Context: an optimization exercise on an open-source flow, tuned for small area. The choices shown serve that exercise and are no tape-out recipe.
Only simulation tests tie the RTL to the original design; equivalence was not proved.
Power figures rest on the tool's default switching activity, not on a simulated workload.

== cedar ==
// rpc_phy_top
module rpc_phy_top #(
  parameter int WORD_W = rpc_phy_pkg::WORD_W_DEF
) (
  input  logic                          clk_0_i,
  input  logic                          rst_ni,
  input  rpc_phy_pkg::rpc_slot_u        cmd_i,
  input  logic                          cmd_valid_i,
  output logic                          cmd_ready_o,
  input  logic [WORD_W-1:0]             data_i,
  input  logic [rpc_phy_pkg::MASK_W-1:0] mask_i,
  output logic                          data_ready_o,
  input  logic [rpc_phy_pkg::BUS_W-1:0] db_i,
  input  logic                          rd_valid_i,
  output logic [WORD_W-1:0]             data_o,
  output logic                          data_valid_o,
  output logic                          data_last_o,
  output logic                          cs_no,
  output logic                          stb_o,
  output logic                          db_oe_o,
  output logic [rpc_phy_pkg::BUS_W-1:0] db_o
);
For scale: roughly 1,100 cells after synthesis.
Settings: LEC_CHECK=0, CAP_MARGIN=20, CORE_AREA=2 2 238 238, DIE_AREA=0 0 240 240, SLEW_MARGIN=20; clock period 6.0 ns.
standard.sh (not shown) runs the stock make flow with config.mk's settings and CLKGATE_MAP_FILE= SYNTH_SCRIPT=/design/flow/synth_recipe.tcl, a recipe that flattens the netlist after the stock synthesis.
==> flow/flow/run.sh <==
#!/bin/bash
# The standard layout, with the smallest buffer for the port buffers
set -euo pipefail
bash standard.sh BUFFER_PORTS_ARGS="-buffer_cell sky130_fd_sc_hd__buf_1" finish > standard.log 2>&1
cedar finished all stages; the layout is clean.
#### Input delta (willow over cedar)
- CORE_UTILIZATION: unset -> 40
- DIE_AREA: 0 0 240 240 -> unset
- CORE_AREA: 2 2 238 238 -> unset
- CORE_MARGIN: unset -> 2
==> flow/run.sh (new file) <==
#!/bin/bash
# synth_recipe.tcl (not shown) runs the flow's synth.tcl, then flattens the netlist and writes it again
# the make line also repeats each setting of config.mk as NAME=value (left out here)
make -C /OpenROAD-flow-scripts/flow DESIGN_CONFIG=/design/flow/config.mk WORK_HOME=/design/flow/orfs CLKGATE_MAP_FILE= SYNTH_SCRIPT=/design/flow/synth_recipe.tcl finish
removed: flow/flow/run.sh
removed: flow/standard.sh
Findings:
willow and cedar: one clean run, cedar; the rest did not finish clean. What ended willow was a tool error in 3_2_place_iop; the run never finished. willow ended up with a higher starting density of the core than cedar did. As far as register bit count reported by yosys goes, cedar and willow are indistinguishable; the numbers are identical. Diff willow..cedar | share of the synthesized area in compound gates (AO/OA/AOI/OAI) | unchanged. Synthesized cell count came out exactly the same in willow and cedar. On area after synthesis, willow and cedar are neck and neck. For die width, dividing the value from cedar by the value from willow gives 1.3.
For onyx, these inputs were changed with respect to willow:
- CORE_AREA newly set to 2 2 238 238
- CORE_UTILIZATION removed (was 40)
- CORE_MARGIN removed (was 2)
- DIE_AREA newly set to 0 0 240 240
==> summary.txt <==
- The flow did not stop early for onyx: all stages ran, and the layout cleared the timing, design-rule and antenna checks.
- What ended willow was a tool error in 3_2_place_iop; the run never finished.
- In the metrics for onyx and willow, the one carrying the lower number of core rows is willow.
- Synthesized netlist net count delta (willow -> onyx): insignificant
- Between onyx and willow, the difference in post-synthesis compound-gate area fraction is negligible.


## try-pepper
rpc_phy_top, a different RTL version from the one above (not shown whole).
For scale: roughly 990 cells after synthesis, about 300 flip-flops, about 11000 um^2 of cells after synthesis.
==> flow/design.v (excerpt) <==
module rpc_phy_top #(
  parameter int WORD_W = rpc_phy_pkg::WORD_W_DEF
) (
  input  logic                          clk_0_i,
  input  logic                          rst_ni,
  input  rpc_phy_pkg::rpc_slot_u        cmd_i,
  input  logic                          cmd_valid_i,
  output logic                          cmd_ready_o,
  input  logic [WORD_W-1:0]             data_i,
  input  logic [rpc_phy_pkg::MASK_W-1:0] mask_i,
  output logic                          data_ready_o,
  input  logic [rpc_phy_pkg::BUS_W-1:0] db_i,
  input  logic                          rd_valid_i,
  output logic [WORD_W-1:0]             data_o,
  output logic                          data_valid_o,
  output logic                          data_last_o,
  output logic                          cs_no,
  output logic                          stb_o,
  output logic                          db_oe_o,
  output logic [rpc_phy_pkg::BUS_W-1:0] db_o
);
  logic idle, ld_hi, sh_hi, ld_lo, sh_lo, m2, hold_lo, hold_mid, hold_top;
  logic [WORD_W-1:0] word;
  logic [rpc_phy_pkg::BUS_W-1:0] held;
  rpc_phy_ctrl u_ctrl (
    .clk_0_i      (clk_0_i),
    .rst_ni       (rst_ni),
    .cmd_i        (cmd_i.raw),
    .cmd_valid_i  (cmd_valid_i),
    .rd_valid_i   (rd_valid_i),
    .cmd_ready_o  (cmd_ready_o),
    .data_ready_o (data_ready_o),
    .data_valid_o (data_valid_o),
    .data_last_o  (data_last_o),
    .cs_no        (cs_no),
    .stb_o        (stb_o),
    .db_oe_o      (db_oe_o),
    .idle_o       (idle),
    .ld_hi_o      (ld_hi),
    .sh_hi_o      (sh_hi),
    .ld_lo_o      (ld_lo),
    .sh_lo_o      (sh_lo),
  ...
export LEC_CHECK = 0
export CAP_MARGIN = 20
export CORE_AREA = 2 2 203 203
export DIE_AREA = 0 0 205 205
export PLACE_DENSITY = 0.75
export SLEW_MARGIN = 20
export SYNTH_HIERARCHICAL = 1
create_clock -name core_clock -period 6.0 [get_ports {clk_0_i}]
==> flow/flow/run.sh <==
#!/bin/bash
# The standard layout (standard.sh) with these changes:
#  - synthesis is synth_recipe.tcl unchanged except for abc: it maps the logic
#    with each area-oriented script flow/map*.abc and keeps the smallest result.
#    The flip-flops come from dfflibmap before abc runs, so they are the standard
#    synthesis's registers, with the same names and cell types.
#  - port buffers use the smallest buffer, sky130_fd_sc_hd__buf_1
#  - clock tree synthesis clusters up to 15 flip-flops within 60 um on one
#    sky130_fd_sc_hd__clkbuf_8 and inserts no dummy loads
# Every tool's output goes to standard.log here and to the ORFS logs under orfs/.
set -euo pipefail
here=$(pwd)
scripts=$(ls "$here"/flow/map*.abc | paste -sd' ')
cat > area_synth.tcl <<TCL
proc abc {args} {
  set i [lsearch -exact \$args -script]
  design -save pre_abc
  set best -1
  foreach s {$scripts} {
    design -load pre_abc
    set a \$args
    if {\$i >= 0} { lset a [expr {\$i + 1}] \$s }
    yosys abc {*}\$a
    set st [tee -q -s result.string stat -liberty [lindex \$::env(LIB_FILES) 0]]
    if {![regexp {Chip area for top module [^:]*: ([0-9.]+)} \$st -> area]} {
      regexp {Chip area for module [^:]*: ([0-9.]+)} \$st -> area
    }
    puts "abc script \$s: area \$area"
    if {\$best < 0 || \$area < \$best} { set best \$area; design -save best_abc }
  }
  design -load best_abc
  puts "abc kept area \$best"
}
TCL
cat synth_recipe.tcl >> area_synth.tcl
cts_args="-sink_clustering_enable -repair_clock_nets -dont_use_dummy_load"
cts_args="$cts_args -buf_list sky130_fd_sc_hd__clkbuf_8 -sink_clustering_size 15 -sink_clustering_max_diameter 60"
bash standard.sh SYNTH_SCRIPT="$here/area_synth.tcl" \
  BUFFER_PORTS_ARGS="-buffer_cell sky130_fd_sc_hd__buf_1" \
  CTS_ARGS="$cts_args" finish > standard.log 2>&1
==> flow/flow/map1.abc <==
strash
&get -n
&st
&synch2
&nf -a -R 1000
&put
topo
==> flow/flow/map2.abc <==
strash
&get -n
&nf -a -R 1000
&put
topo
==> flow/flow/map3.abc <==
strash
&get -n
&st
&synch2
&put
amap
topo
dnsize -c
try-pepper: PASS, flow complete, no timing, DRC or antenna violations
Relative to try-pepper, the following input files were edited for try-indigo:
- a deleted PLACE_DENSITY that had been 0.75
Compared with try-pepper, try-indigo shows a layout-stage area growth over the synthesis result that is 0.62 points lower. Compared with try-pepper, try-indigo shows a number of global-route vias before repair that is 617 lower. Largest net degree at the start of global routing came out lower on try-indigo than on try-pepper. | proportion of cell area occupied by registers | lower: try-pepper |. When the final numbers for try-pepper and try-indigo were put side by side, the clock skew turned out to be smaller in try-indigo.
Modified inputs, try-umber compared to try-indigo
- swapping 20 for 5 in SLEW_MARGIN
- swapping 20 for 5 in CAP_MARGIN
### Flow results
- From try-umber to try-indigo, placement row count did not move at all.
- Average footprint of a synthesized cell came out exactly the same in try-indigo and try-umber.
- Combinational share of power of try-indigo is on par with try-umber.

what the ideal ports hide:
The results above use ideal ports. As a check the final layouts listed here were re-extracted and re-timed, cells and wires unchanged. Step 1 (the two cells are an assumption about what drives the block):
set clk [get_ports {clk_0_i}]
set_driving_cell -lib_cell sky130_fd_sc_hd__clkbuf_16 $clk
set_driving_cell -lib_cell sky130_fd_sc_hd__buf_2 [delete_from_list [all_inputs] $clk]
Step 2, shift: input delay + t, output delay - t, t = (earliest + latest rising clock arrival at the registers) / 2. This alone moves slack from input paths to output paths. a / b / c = ideal ports / drivers / drivers and shift; a / b = the first two.
run	t, ns	setup WS [ns]	worst slew at a driven data input, ns
cedar	0.587	2.318 / 2.259 / 2.370	0.09
onyx	0.585	1.992 / 1.938 / 2.463	0.09
try-pepper	0.618	1.399 / 1.354 / 1.739	0.12
try-indigo	0.603	1.150 / 1.105 / 1.708	0.15
try-umber	0.603	1.150 / 1.105 / 1.708	0.15
After both steps every run listed still meets setup and hold.
